This is an optimization exercise on Yosys and OpenROAD, whose aim is small area and a short achievable clock period, not a production implementation.
Only simulation tests tie the RTL to the original design; equivalence was not proved.
Power is estimated from default activity; no workload was simulated.

==> inputs of job 7155 <==
// booth_mul32
module booth_mul32
(
  input  logic        i_clkp,
  input  logic        i_reset,
  input  logic [31:0] i_multa,
  input  logic [31:0] i_multb,
  output logic [63:0] o_product
);
Settings: LEC_CHECK=0, ABC_AREA=1, CAP_MARGIN=20, CORE_MARGIN=2, CORE_UTILIZATION=40, SLEW_MARGIN=20; clock period 6.5 ns.
run.sh (not shown) runs the stock make flow with config.mk's settings and CLKGATE_MAP_FILE= SYNTH_SCRIPT=/design/flow/synth_recipe.tcl, a recipe that flattens the netlist after the stock synthesis.
==> job 5516: changes against job 7155 <==
- SETUP_SLACK_MARGIN: default -> 3.5
==> comparison <==
Synthesized cell count is the same in job 7155 and job 5516.
Die area is the same in job 5516 and job 7155.
Of job 5516 and job 7155, job 5516 has the higher non-clock buffer count (gap 209).
Of job 7155 and job 5516, job 5516 has the higher wire length (gap about 15%, measured against job 5516).
Against job 5516, the global-route usage of job 7155 is lower by 2.0 points.
In job 5516 the final cell count is larger than in job 7155, by about 5%.
Synthesized area is the same in job 7155 and job 5516.
Hold slack: job 7155 is lower than job 5516 (0.00092 ns).
==> figures <==
| quantity | job 5516 | job 7155 |
|---|---|---|
| Initial DRC count | 3480 | 2625 |
| Inverters, non-clock | 678 | 669 |
| Fraction of power consumed by the clock network | 8.6% | 11.9% |
| Number of cells upsized or downsized after cts | 557 | 0 |
| Worst reg2reg path startpoint | r1_a15 | r1_neg5 |
| Register-to-Register Setup Slack | 3.08 ns | 2.34 ns |
| Number of antenna violations at the first check in global routing | 0 | 1 |
| Core utilization of the finished layout | 52.9% | 44.1% |
| Result of the run | complete, no violations | complete, no violations |
| Hold Slack | 0.407 ns | 0.406 ns |
| Crit-path max cell delay | 0.54 ns | 0.82 ns |
| Clock skew after layout | 0.0206 ns | 0.0261 ns |
| Slack of the critical path | 3.08 ns | 2.34 ns |
| Endpoint required time on the critical path | 7.02 ns | 6.94 ns |
| Global routing usage on met2 | 40.5% | 38.9% |
| Multi-input logic area | 23800 um^2 | 20700 um^2 |
| Pin count of the biggest net entering global routing | 38 | 44 |
| Ratio of layout area to synthesized area | 1.316x | 1.098x |

* * *

==> inputs of 01-23 <==
Another version of the RTL of booth_mul32 (not shown whole).
==> flow/config.mk <==
export PLATFORM = sky130hd
export DESIGN_NAME = booth_mul32
export DESIGN_NICKNAME = booth_mul32
export VERILOG_FILES = /design/flow/design.v
export SDC_FILE = /design/flow/constraint.sdc
export NUM_CORES = 4
export LEC_CHECK = 0
export ABC_AREA = 1
export CAP_MARGIN = 60
export CORE_MARGIN = 2
export CORE_UTILIZATION = 40
export CTS_CLUSTER_DIAMETER = 150
export CTS_CLUSTER_SIZE = 20
export GPL_ROUTABILITY_DRIVEN = 0
export SETUP_SLACK_MARGIN = 3.3
export SLEW_MARGIN = 60
export SYNTH_HIERARCHICAL = 1
==> flow/constraint.sdc <==
create_clock -name core_clock -period 6.5 [get_ports {i_clkp}]
set_input_delay 1.3000 -clock core_clock [delete_from_list [all_inputs] [get_ports {i_clkp}]]
set_output_delay 1.3000 -clock core_clock [all_outputs]
set_load 0.01 [all_outputs]
standard.sh (not shown) runs the stock make flow with config.mk's settings and CLKGATE_MAP_FILE= SYNTH_SCRIPT=/design/flow/synth_recipe.tcl, a recipe that flattens the netlist after the stock synthesis.
==> flow/flow/run.sh <==
#!/bin/bash
# Layout flow: the standard layout (standard.sh, unchanged synthesis and
# steps), with the port buffers that global placement inserts made plain
# buf_2 cells instead of the default delay buffer. All of make's output goes
# to flow_make.log in this folder; ORFS keeps each step's log under orfs/logs.
set -euo pipefail
bash standard.sh "BUFFER_PORTS_ARGS=-buffer_cell sky130_fd_sc_hd__buf_2" finish > flow_make.log 2>&1
==> 02-11 (differences from 01-23) <==
- CORE_UTILIZATION: 40 -> 35
==> 06-26 (differences from 01-23) <==
- SETUP_SLACK_MARGIN: 3.3 -> 3.2
==> flow_metrics.tcl <==
set metrics [dict create \
    status "complete, no violations" \
    area_growth_pct 6.32 \
    hold_ws_ns 0.417 \
    path_clk_slew_ns 0.10 \
    switchingPower_mw 10.7 \
    post-route-min-period_ns 3.31 \
    signal_buffers 187 \
    seq_power_mw 3.65 \
]
The numbers above come from 06-26.

==> flow_metrics.tcl <==
set metrics [dict create \
    status "complete, no violations" \
    signal_buffers 190 \
    synth_edf_count 0 \
    p_clk_mw 1.38 \
    post-route-min-period_ns 3.21 \
    hold_ws_ns 0.406 \
    switchingPower_mw 10.7 \
    start_util_pct 35.4 \
    path_clk_slew_ns 0.09 \
]
The numbers above come from 02-11.

==> flow_metrics.tcl <==
set metrics [dict create \
    status "complete, no violations" \
    path_clk_slew_ns 0.08 \
    area_growth_pct 8.19 \
    post-route-min-period_ns 3.21 \
    seq_power_mw 3.67 \
    switchingPower_mw 11.3 \
    hold_ws_ns 0.418 \
]
The numbers above come from 01-23.


* * *

==> build 89 <==
Starting RTL as in the previous note.
clock: 6.5 ns
lec_check: 0
abc_area: 1
cap_margin: 60
core_margin: 2
core_utilization: 40
cts_cluster_diameter: 150
cts_cluster_size: 20
gpl_routability_driven: 0
setup_slack_margin: 3.35
slew_margin: 60
synth_hierarchical: 1
Scripts as last shown in full above: flow/flow/run.sh
==> inputs of trial 81, as changes to build 89 <==
Settings changed: CTS_CLUSTER_DIAMETER 150 to not set, CTS_CLUSTER_SIZE 20 to not set, SETUP_SLACK_MARGIN 3.35 to 3.3.
==> inputs of trial 43, as changes to build 89 <==
Settings changed: CTS_CLUSTER_DIAMETER 150 to 120, CTS_CLUSTER_SIZE 20 to 16, SETUP_SLACK_MARGIN 3.35 to 3.3.
==> summary of the runs <==
- Synthesized cell count is the same in trial 81 and build 89.
- Setup slack: build 89 > trial 43 > trial 81.
- In trial 81 the first-iteration DRC count is lower than in build 89, by about 1.7%.
- The lowest sequential share of layout area belongs to trial 81, the highest to build 89.
- Against trial 81, the non-clock buffer count of build 89 is higher by 7.
- The highest total power belongs to trial 81, the lowest to trial 43.
==> figures <==
Final period utilization: build 89 49.2%; trial 43 49.5%; trial 81 49.6%
Total routing resource utilization after global routing: build 89 27.8%; trial 43 27.9%; trial 81 28.1%
Reg2reg start: build 89 r1_s1_6; trial 43 r1_s4_3; trial 81 r1_t32
Routed vias: build 89 26300; trial 43 26200; trial 81 26500
Global routing met2 resource utilization: build 89 39.6%; trial 43 39.4%; trial 81 39.8%
Area of combinational cells with multiple inputs: build 89 20800 um2; trial 43 20800 um2; trial 81 20800 um2
Sequential Area: build 89 7160 um2; trial 43 7160 um2; trial 81 7160 um2
Detail Route met3 WL: build 89 16000 um; trial 43 16000 um; trial 81 16600 um
Post-route standard cell area excluding fillers: build 89 32300 um2; trial 43 32400 um2; trial 81 33000 um2
Sum of routed wire segments on met1: build 89 41200 um; trial 43 41700 um; trial 81 41400 um
Number of nets in the layout: build 89 3649; trial 43 3644; trial 81 3660
Arrival @ worst endpoint: build 89 3.65 ns; trial 43 3.70 ns; trial 81 3.65 ns
Status: build 89 finished clean; trial 43 finished clean; trial 81 finished clean
Htree depth: build 89 1; trial 43 1; trial 81 2

-- static timing again, ports no longer ideal --
In the flow no input, the clock included, has a driving cell. The finished layouts below were timed again as built, in two steps.
Step 1 (the two cells are an assumption about what drives the block):
set clk [get_ports {i_clkp}]
set_driving_cell -lib_cell sky130_fd_sc_hd__clkbuf_16 $clk
set_driving_cell -lib_cell sky130_fd_sc_hd__buf_2 [delete_from_list [all_inputs] $clk]
Step 2, shift: input delay + t, output delay - t, t = (earliest + latest rising clock arrival at the registers) / 2. This alone moves slack from input paths to output paths.
Three values: ideal ports, drivers, drivers and shift; two values: the first two.
| run | t, ns | setup WS [ns] | worst setup path at the end |
|---|---|---|---|
| job 7155 | 0.627 | 2.339 / 2.339 / 2.339 | register to register |
| job 5516 | 0.631 | 3.081 / 3.081 / 3.081 | register to register |
| 01-23 | 0.643 | 3.290 / 3.290 / 2.939 | input to register |
| 02-11 | 0.647 | 3.287 / 3.287 / 3.006 | input to register |
| 06-26 | 0.637 | 3.188 / 3.188 / 2.960 | input to register |
| build 89 | 0.641 | 3.299 / 3.299 / 3.001 | input to register |
| trial 81 | 0.641 | 3.275 / 3.275 / 2.924 | input to register |
| trial 43 | 0.688 | 3.283 / 3.283 / 2.949 | input to register |
After both steps every run listed still meets setup and hold.
